What follows belongs to an exercise in optimizing a design on an open flow for small area, a short achievable clock period and few clock cycles; a production flow would make more cautious choices. At most, simulation tests tie the RTL to the original design; equivalence was not proved. No driver is modelled on the clock port, so clock power and skew are understated where the tree is cut down; a real chip needs a root buffer or a tree. Power figures rest on the tool's default switching activity, not on a simulated workload.

run a:
// wildcard_name_matcher
module wildcard_name_matcher (
    input  logic       i_clk,
    input  logic       i_rst_n,
    input  logic       i_valid,
    output logic       o_ready,
    input  logic       i_cmd,
    input  logic [7:0] i_ch,
    input  logic       i_last,
    output logic       o_valid,
    input  logic       i_ready,
    output logic       o_matched,
    output logic       o_pattern_overflow
);
Size in the first run: about 1200 cells after synthesis, roughly 0.015 mm^2 of cells after synthesis.
==> module wildcard_name_matcher, before the edit <==
module wildcard_name_matcher (
    input  logic       i_clk,
    input  logic       i_rst_n,
    input  logic       i_valid,
    output logic       o_ready,
    input  logic       i_cmd,
    input  logic [7:0] i_ch,
    input  logic       i_last,
    output logic       o_valid,
    input  logic       i_ready,
    output logic       o_matched,
    output logic       o_pattern_overflow
);
    localparam int N  = wnm_pkg::MAX_PATTERN;
    localparam int LW = wnm_pkg::LEN_W;
    localparam int C  = 2;                
    assign ch_key[0] = 8'h00;
    assign ch_key[1] = 8'hFF;
    logic [LW-1:0]  r_cnt;            
    logic [LW-1:0]  r_len;            
    logic           r_lstar;          
    logic           r_ovf;
    logic           r_load_restart;
    logic           r_name_restart;
    logic [N:0]     r_act;
    logic           in_fire;
    logic           out_busy;         
    logic           ch_swap;
    logic [7:0]     ch_code;
    logic           r_shift;
    logic           r_shift_new;      
    logic [7:0]     r_in_ch  [C];     
    logic [7:0]     ch_key   [C];
    logic           r_nm_v;
    logic           r_nm_first;
    logic           r_nm_last;
    logic           load_fire;
    logic           name_fire;
    logic           ch_star;
    logic [LW-1:0]  ld_cnt;
    logic           ld_lstar;
    logic           ld_ovf;
    logic           ld_room;
    logic           store;
    logic [7:0]     d   [N+1];
    logic [N-1:0]   hit;
    logic [N-1:0]   star;
    logic [N:0]     start;
    logic [N:0]     cur;
    logic [N:0]     closed;
    logic [N:0]     step;
    logic           push;
    wnm_pkg::t_result push_data;
    wnm_pkg::t_result out_data;
    assign in_fire   = i_valid && !out_busy;
    assign load_fire = in_fire && (i_cmd == wnm_pkg::CMD_LOAD);
    assign name_fire = in_fire && (i_cmd == wnm_pkg::CMD_NAME);
    assign ch_star   = (i_ch == wnm_pkg::ANY_RUN);
    assign ch_swap   = (i_ch[7:5] == 3'b001) && i_ch[3] && (i_ch[1:0] == 2'b11) && (i_ch[4] == i_ch[2]);
    assign ch_code   = ch_swap ? (i_ch ^ 8'b0001_0100) : i_ch;
    assign ld_cnt   = r_load_restart ? '0 : r_cnt;
    assign ld_lstar = !r_load_restart && r_lstar;
    assign ld_ovf   = !r_load_restart && r_ovf;
    assign ld_room  = (ld_cnt < LW'(N));
    assign store    = load_fire && ld_room && !(ch_star && ld_lstar);
    always_ff @(posedge i_clk) begin
        if (!i_rst_n) begin
            r_shift <= 1'b0;
            r_len   <= '0;
            r_nm_v  <= 1'b0;
        end else begin
            r_shift <= store;
            if (r_shift) begin
                r_len <= r_shift_new ? LW'(1) : r_len + LW'(1);
            end
            r_nm_v  <= name_fire;
        end
    end
    always_ff @(posedge i_clk) begin
        for (int j = 0; j < C; j++) begin
            r_in_ch[j] <= ch_code ^ ch_key[j];
        end
        r_shift_new <= r_load_restart;
        r_nm_last   <= i_last;
        r_nm_first  <= r_name_restart;
    end
    always_ff @(posedge i_clk) begin
        if (!i_rst_n) begin
            r_cnt          <= '0;
            r_lstar        <= 1'b0;
            r_ovf          <= 1'b0;
            r_load_restart <= 1'b1;
            r_name_restart <= 1'b1;
        end else if (load_fire) begin
            r_cnt          <= ld_room ? ld_cnt + LW'(1) : ld_cnt;
            r_lstar        <= store ? ch_star : ld_lstar;
            r_ovf          <= ld_ovf || !ld_room;
            r_load_restart <= i_last;
            r_name_restart <= 1'b1;
        end else if (name_fire) begin
            r_name_restart <= i_last;
        end
    end
    assign d[0] = r_in_ch[0];
    for (genvar i = 0; i < N; i++) begin : g_cell
        wnm_cell u_cell (
            .i_clk   (i_clk),
            .i_shift (r_shift),
            .i_d     (d[i]),
            .i_ch    (r_in_ch[i / (N / C)] ^ ch_key[i / (N / C)]),
            .o_q     (d[i+1]),
            .o_hit   (hit[i]),
            .o_star  (star[i])
        );
    end
    for (genvar q = 0; q <= N; q++) begin : g_pos
        assign start[q] = (r_len == LW'(q));
    end
    assign cur = r_nm_first ? start : r_act;
    for (genvar q = 0; q <= N; q++) begin : g_close
        if (q < N) begin : g_lo
            assign closed[q] = cur[q] || (cur[q+1] && star[q]);
        end else begin : g_hi
            assign closed[q] = cur[q];
        end
    end
    for (genvar q = 0; q <= N; q++) begin : g_step
        logic stay;
        logic move;
        if (q > 0) begin : g_stay
            assign stay = closed[q] && (star[q-1] || !r_nm_v);
        end else begin : g_nostay
            assign stay = closed[q] && !r_nm_v;
        end
        if (q < N) begin : g_move
            assign move = closed[q+1] && hit[q] && r_nm_v;
        end else begin : g_nomove
            assign move = 1'b0;
        end
        assign step[q] = stay || move;
    end
    always_ff @(posedge i_clk) begin
        r_act <= step;
    end
    assign push                       = r_nm_v && r_nm_last;
    assign push_data.matched          = step[0] || (step[1] && star[0]);
    assign push_data.pattern_overflow = r_ovf;
    wnm_out_skid u_out (
        .i_clk       (i_clk),
        .i_rst_n     (i_rst_n),
        .i_push      (push),
        .i_push_next (name_fire && i_last),
        .i_data      (push_data),
        .o_ready     (o_ready),
        .o_busy      (out_busy),
        .o_valid     (o_valid),
        .i_ready     (i_ready),
        .o_data      (out_data)
    );
    assign o_matched          = out_data.matched;
    assign o_pattern_overflow = out_data.pattern_overflow;
endmodule
clock: 5.0 ns
lec_check: 0
cap_margin: 20
core_margin: 2
core_utilization: 40
setup_slack_margin: 3.2
slew_margin: 20
tns_end_percent: 50
standard.sh (not shown) runs the stock make flow with config.mk's settings and CLKGATE_MAP_FILE= SYNTH_SCRIPT=/design/flow/synth_recipe.tcl, a recipe that flattens the netlist after the stock synthesis.
==> flow/flow/run.sh <==
#!/bin/bash
# The standard layout (standard.sh), except that
# - the ports are buffered with sky130_fd_sc_hd__buf_4, not the cell
#   buffer_ports picks by default;
# - the clock tree is built by flow/clock_tree.tcl in place of
#   clock_tree_synthesis: four root buffers on the clock port, each driving the
#   leaf buffers of the flip-flop groups near it.
set -euo pipefail
bash standard.sh synth > synth.log 2>&1
bash standard.sh 'BUFFER_PORTS_ARGS=-buffer_cell sky130_fd_sc_hd__buf_4' "PRE_CTS_TCL=$PWD/flow/clock_tree.tcl" finish > layout.log 2>&1
Other scripts of this flow, unchanged in this note and not shown: flow/flow/clock_tree.tcl
Input-level comparison between run b and run a:
diff --git a/flow/design.v b/flow/design.v
--- a/flow/design.v
+++ b/flow/design.v
@@ -140,7 +140,4 @@
     localparam int N  = wnm_pkg::MAX_PATTERN;
     localparam int LW = wnm_pkg::LEN_W;
-    localparam int C  = 2;                
-    assign ch_key[0] = 8'h00;
-    assign ch_key[1] = 8'hFF;
     logic [LW-1:0]  r_cnt;            
     logic [LW-1:0]  r_len;            
@@ -156,6 +153,5 @@
     logic           r_shift;
     logic           r_shift_new;      
-    logic [7:0]     r_in_ch  [C];     
-    logic [7:0]     ch_key   [C];
+    logic [7:0]     r_in_ch;
     logic           r_nm_v;
     logic           r_nm_first;
@@ -204,7 +200,5 @@
     end
     always_ff @(posedge i_clk) begin
-        for (int j = 0; j < C; j++) begin
-            r_in_ch[j] <= ch_code ^ ch_key[j];
-        end
+        r_in_ch     <= ch_code;
         r_shift_new <= r_load_restart;
         r_nm_last   <= i_last;
@@ -228,5 +222,5 @@
         end
     end
-    assign d[0] = r_in_ch[0];
+    assign d[0] = r_in_ch;
     for (genvar i = 0; i < N; i++) begin : g_cell
         wnm_cell u_cell (
@@ -234,5 +228,5 @@
             .i_shift (r_shift),
             .i_d     (d[i]),
-            .i_ch    (r_in_ch[i / (N / C)] ^ ch_key[i / (N / C)]),
+            .i_ch    (r_in_ch),
             .o_q     (d[i+1]),
             .o_hit   (hit[i]),
Findings:
- Compared with run a, run b ends up with a larger final cell area.
- The number of top-level pins on run a is in line with that on run b.
- On run b: period utilization is 2.2 points lower than what run a gave.
- Going from run a to run b, area growth from synthesis to final layout saw an increase, number of different library cells in the post-synthesis netlist fell 10, synthesized-area fraction occupied by adder cells flat, routed wire length on met3 decreased 19%.
- Run b against run a; wire length is up slightly.
- Lower design internal power among run b and run a: run b
Testbench counts of run b, summed over its fixed seeds: cycles 32,693.
For run a, only the layout was checked, not whether the RTL still works. No run of this note takes its clock network from TritonCTS; it comes from the design's own scripts or RTL.

wildcard_name_matcher, a different RTL version from the one above (not shown whole).
For scale: about 1200 cells after synthesis, about 330 flip-flops, ~18 I/O pins, ~15000 um^2 of cells after synthesis.
// wildcard_name_matcher
module wildcard_name_matcher (
    input  logic       i_clk,
    input  logic       i_rst_n,
    input  logic       i_valid,
    output logic       o_ready,
    input  logic       i_cmd,
    input  logic [7:0] i_ch,
    input  logic       i_last,
    output logic       o_valid,
    input  logic       i_ready,
    output logic       o_matched,
    output logic       o_pattern_overflow
);
    localparam int N  = wnm_pkg::MAX_PATTERN;
    localparam int LW = wnm_pkg::LEN_W;
    logic [LW-1:0]  r_cnt;            
    logic [LW-1:0]  r_len;            
    logic           r_lstar;          
    logic           r_ovf;
    logic           r_load_restart;
    logic           r_name_restart;
    logic [N:0]     r_act;
    logic           in_fire;
    logic           ch_swap;
    logic [7:0]     ch_code;
    logic           r_shift;
    logic           r_shift_new;      
    logic [7:0]     r_in_ch;
    logic           r_nm_v;
    logic           r_nm_first;
    logic           r_nm_last;
    logic           load_fire;
    logic           name_fire;
    logic           ch_star;
    logic [LW-1:0]  ld_cnt;
    logic           ld_lstar;
    logic           ld_ovf;
    logic           ld_room;
    logic           store;
    logic [7:0]     d   [N+1];
    logic [N-1:0]   hit;
    logic [N-1:0]   star;
    logic [N:0]     start;
    logic [N:0]     cur;
    logic [N:0]     closed;
    logic [N:0]     step;
    logic           push;
    logic           r_push;
    logic           r_push_ovf;
    wnm_pkg::t_result push_data;
    wnm_pkg::t_result out_data;
    assign in_fire   = i_valid && o_ready;
    assign load_fire = in_fire && (i_cmd == wnm_pkg::CMD_LOAD);
    assign name_fire = in_fire && (i_cmd == wnm_pkg::CMD_NAME);
    assign ch_star   = (i_ch == wnm_pkg::ANY_RUN);
    assign ch_swap   = (i_ch[7:5] == 3'b001) && i_ch[3] && (i_ch[1:0] == 2'b11) && (i_ch[4] == i_ch[2]);
    assign ch_code   = ch_swap ? (i_ch ^ 8'b0001_0100) : i_ch;
  ...
Settings: LEC_CHECK=0, CAP_MARGIN=20, CORE_MARGIN=2, CORE_UTILIZATION=40, SETUP_SLACK_MARGIN=3.1, SLEW_MARGIN=20, TNS_END_PERCENT=50; clock period 5.0 ns.
Scripts as last shown in full above: flow/flow/run.sh
Other scripts of this flow, unchanged in this note and not shown: flow/flow/clock_tree.tcl
==> next run, changes <==
--- a/flow/design.v
+++ b/flow/design.v
@@ -37,16 +37,16 @@
 endmodule
 `timescale 1ns / 1ps
 module wnm_out_skid (
     input  logic             i_clk,
     input  logic             i_rst_n,
     input  logic             i_push,
-    input  logic             i_push_soon,
     input  logic             i_push_next,
     input  wnm_pkg::t_result i_data,
     output logic             o_ready,
+    output logic             o_busy,
     output logic             o_valid,
     input  logic             i_ready,
     output wnm_pkg::t_result o_data
 );
     logic             r_res_valid;
     logic             n_res_valid;
@@ -60,18 +60,20 @@
     logic             n_skid_valid;
     wnm_pkg::t_result r_skid;
     wnm_pkg::t_result n_skid;
     logic             out_free;
     logic             res_move;
     logic             r_ready;
-    logic [4:0]       due;
+    logic             r_busy;
+    logic             r_out_empty;
+    logic             n_two;
     logic             n_three;
-    assign out_free = !r_out_valid || i_ready;
+    assign out_free = r_out_empty || i_ready;
     assign res_move = r_res_valid && (out_free || !r_skid_valid);
     always_comb begin
-        n_out_valid  = r_out_valid;
+        n_out_valid  = !r_out_empty;
         n_out        = ~r_out_n;
         n_skid_valid = r_skid_valid;
         n_skid       = r_skid;
         if (out_free) begin
             if (r_skid_valid) begin
                 n_out_valid  = 1'b1;
@@ -85,45 +87,42 @@
         end else if (r_res_valid && !r_skid_valid) begin
             n_skid_valid = 1'b1;
             n_skid       = r_res;
         end
     end
     assign n_res_valid = i_push || (r_res_valid && !res_move);
-    assign due = {n_res_valid, n_skid_valid, n_out_valid, i_push_soon, i_push_next};
-    always_comb begin
-        n_three = 1'b0;
-        for (int a = 0; a < 5; a++) begin
-            for (int b = a + 1; b < 5; b++) begin
-                for (int c = b + 1; c < 5; c++) begin
-                    n_three = n_three || (due[a] && due[b] && due[c]);
-                end
-            end
-        end
-    end
+    assign n_two   = (n_res_valid && n_skid_valid) || (n_res_valid && n_out_valid)
+                     || (n_skid_valid && n_out_valid);
+    assign n_three = n_res_valid && n_skid_valid && n_out_valid;
     always_ff @(posedge i_clk) begin
         if (!i_rst_n) begin
             r_res_valid  <= 1'b0;
             r_out_valid  <= 1'b0;
+            r_out_empty  <= 1'b1;
             r_skid_valid <= 1'b0;
             r_ready      <= 1'b1;
+            r_busy       <= 1'b0;
         end else begin
             r_res_valid  <= n_res_valid;
             r_out_valid  <= n_out_valid;
+            r_out_empty  <= !n_out_valid;
             r_skid_valid <= n_skid_valid;
-            r_ready      <= !n_three;
+            r_ready      <= !n_two || (!n_three && !i_push_next);
+            r_busy       <= n_two && (n_three || i_push_next);
         end
     end
     always_ff @(posedge i_clk) begin
         r_out   <= n_out;
         r_out_n <= ~n_out;
         r_skid  <= n_skid;
         if (i_push) begin
             r_res <= i_data;
         end
     end
     assign o_ready = r_ready;
+    assign o_busy  = r_busy;
     assign o_valid = r_out_valid;
     assign o_data  = r_out;
 endmodule
 `timescale 1ns / 1ps
 module wildcard_name_matcher (
     input  logic       i_clk,
@@ -145,12 +144,13 @@
     logic           r_lstar;          
     logic           r_ovf;
     logic           r_load_restart;
     logic           r_name_restart;
     logic [N:0]     r_act;
     logic           in_fire;
+    logic           out_busy;         
     logic           ch_swap;
     logic [7:0]     ch_code;
     logic           r_shift;
     logic           r_shift_new;      
     logic [7:0]     r_in_ch;
     logic           r_nm_v;
@@ -169,17 +169,15 @@
     logic [N-1:0]   star;
     logic [N:0]     start;
     logic [N:0]     cur;
     logic [N:0]     closed;
     logic [N:0]     step;
     logic           push;
-    logic           r_push;
-    logic           r_push_ovf;
     wnm_pkg::t_result push_data;
     wnm_pkg::t_result out_data;
-    assign in_fire   = i_valid && o_ready;
+    assign in_fire   = i_valid && !out_busy;
     assign load_fire = in_fire && (i_cmd == wnm_pkg::CMD_LOAD);
     assign name_fire = in_fire && (i_cmd == wnm_pkg::CMD_NAME);
     assign ch_star   = (i_ch == wnm_pkg::ANY_RUN);
     assign ch_swap   = (i_ch[7:5] == 3'b001) && i_ch[3] && (i_ch[1:0] == 2'b11) && (i_ch[4] == i_ch[2]);
     assign ch_code   = ch_swap ? (i_ch ^ 8'b0001_0100) : i_ch;
     assign ld_cnt   = r_load_restart ? '0 : r_cnt;
@@ -261,33 +259,23 @@
         end
         assign step[q] = stay || move;
     end
     always_ff @(posedge i_clk) begin
         r_act <= step;
     end
-    assign push = r_nm_v && r_nm_last;
-    always_ff @(posedge i_clk) begin
-        if (!i_rst_n) begin
-            r_push <= 1'b0;
-        end else begin
-            r_push <= push;
-        end
-    end
-    always_ff @(posedge i_clk) begin
-        r_push_ovf <= r_ovf;
-    end
-    assign push_data.matched          = r_act[0] || (r_act[1] && star[0]);
-    assign push_data.pattern_overflow = r_push_ovf;
+    assign push                       = r_nm_v && r_nm_last;
+    assign push_data.matched          = step[0] || (step[1] && star[0]);
+    assign push_data.pattern_overflow = r_ovf;
     wnm_out_skid u_out (
         .i_clk       (i_clk),
         .i_rst_n     (i_rst_n),
-        .i_push      (r_push),
-        .i_push_soon (push),
+        .i_push      (push),
         .i_push_next (name_fire && i_last),
         .i_data      (push_data),
         .o_ready     (o_ready),
+        .o_busy      (out_busy),
         .o_valid     (o_valid),
         .i_ready     (i_ready),
         .o_data      (out_data)
     );
     assign o_matched          = out_data.matched;
     assign o_pattern_overflow = out_data.pattern_overflow;
What happened: Setup slack gains 0.030 ns. Critical path depth rose by 6. Total power hardly moves. Die area fell by about 0.6%. Final area is about the same. Global-route usage stays flat. Area after synthesis fell by about 0.6%. Wire length fell by 1.6%. Cell count fell by 0.76%.
Testbench counts after the change, summed over its fixed seeds: cycles 32,693.
Function not checked in the first run of this note: the RTL went through the layout flow alone. In every run of this note, the design's own scripts or RTL, not TritonCTS, make the clock network.

==> afterwards: timing with drivers on the ports <==
No port has a modelled driver above. Below, the same layouts with a new extraction and two added sets of constraints. Step 1 assumes that a clkbuf_16 drives the clock port and a buf_2 every other input. Step 2 also shifts input and output timing later by t, the mid clock arrival at the registers, as if the neighbouring blocks saw the same clock. Three values: ideal, step 1, step 2; two values: the first two.
run	t, ns	setup slack, ns	latest minus earliest clock arrival (ns)	slew at the worst register clock pin (ns)	worst data-port slew with drivers (ns)
run a	0.423	3.133 / 3.133 / 2.928	0.021 / 0.021	0.10 / 0.10	0.04
run b	0.418	3.240 / 3.146 / 2.907	0.020 / 0.021	0.09 / 0.09	0.04
the first run of note 2	0.418	3.138 / 3.030 / 2.818	0.017 / 0.017	0.09 / 0.09	0.03
the second run of note 2	0.421	3.167 / 3.140 / 2.844	0.023 / 0.023	0.10 / 0.10	0.04
After both steps setup and hold are still met in every run listed. For run b, which loses most, drivers alone change the setup slack by -0.094 ns; drivers and shift together by -0.333 ns.
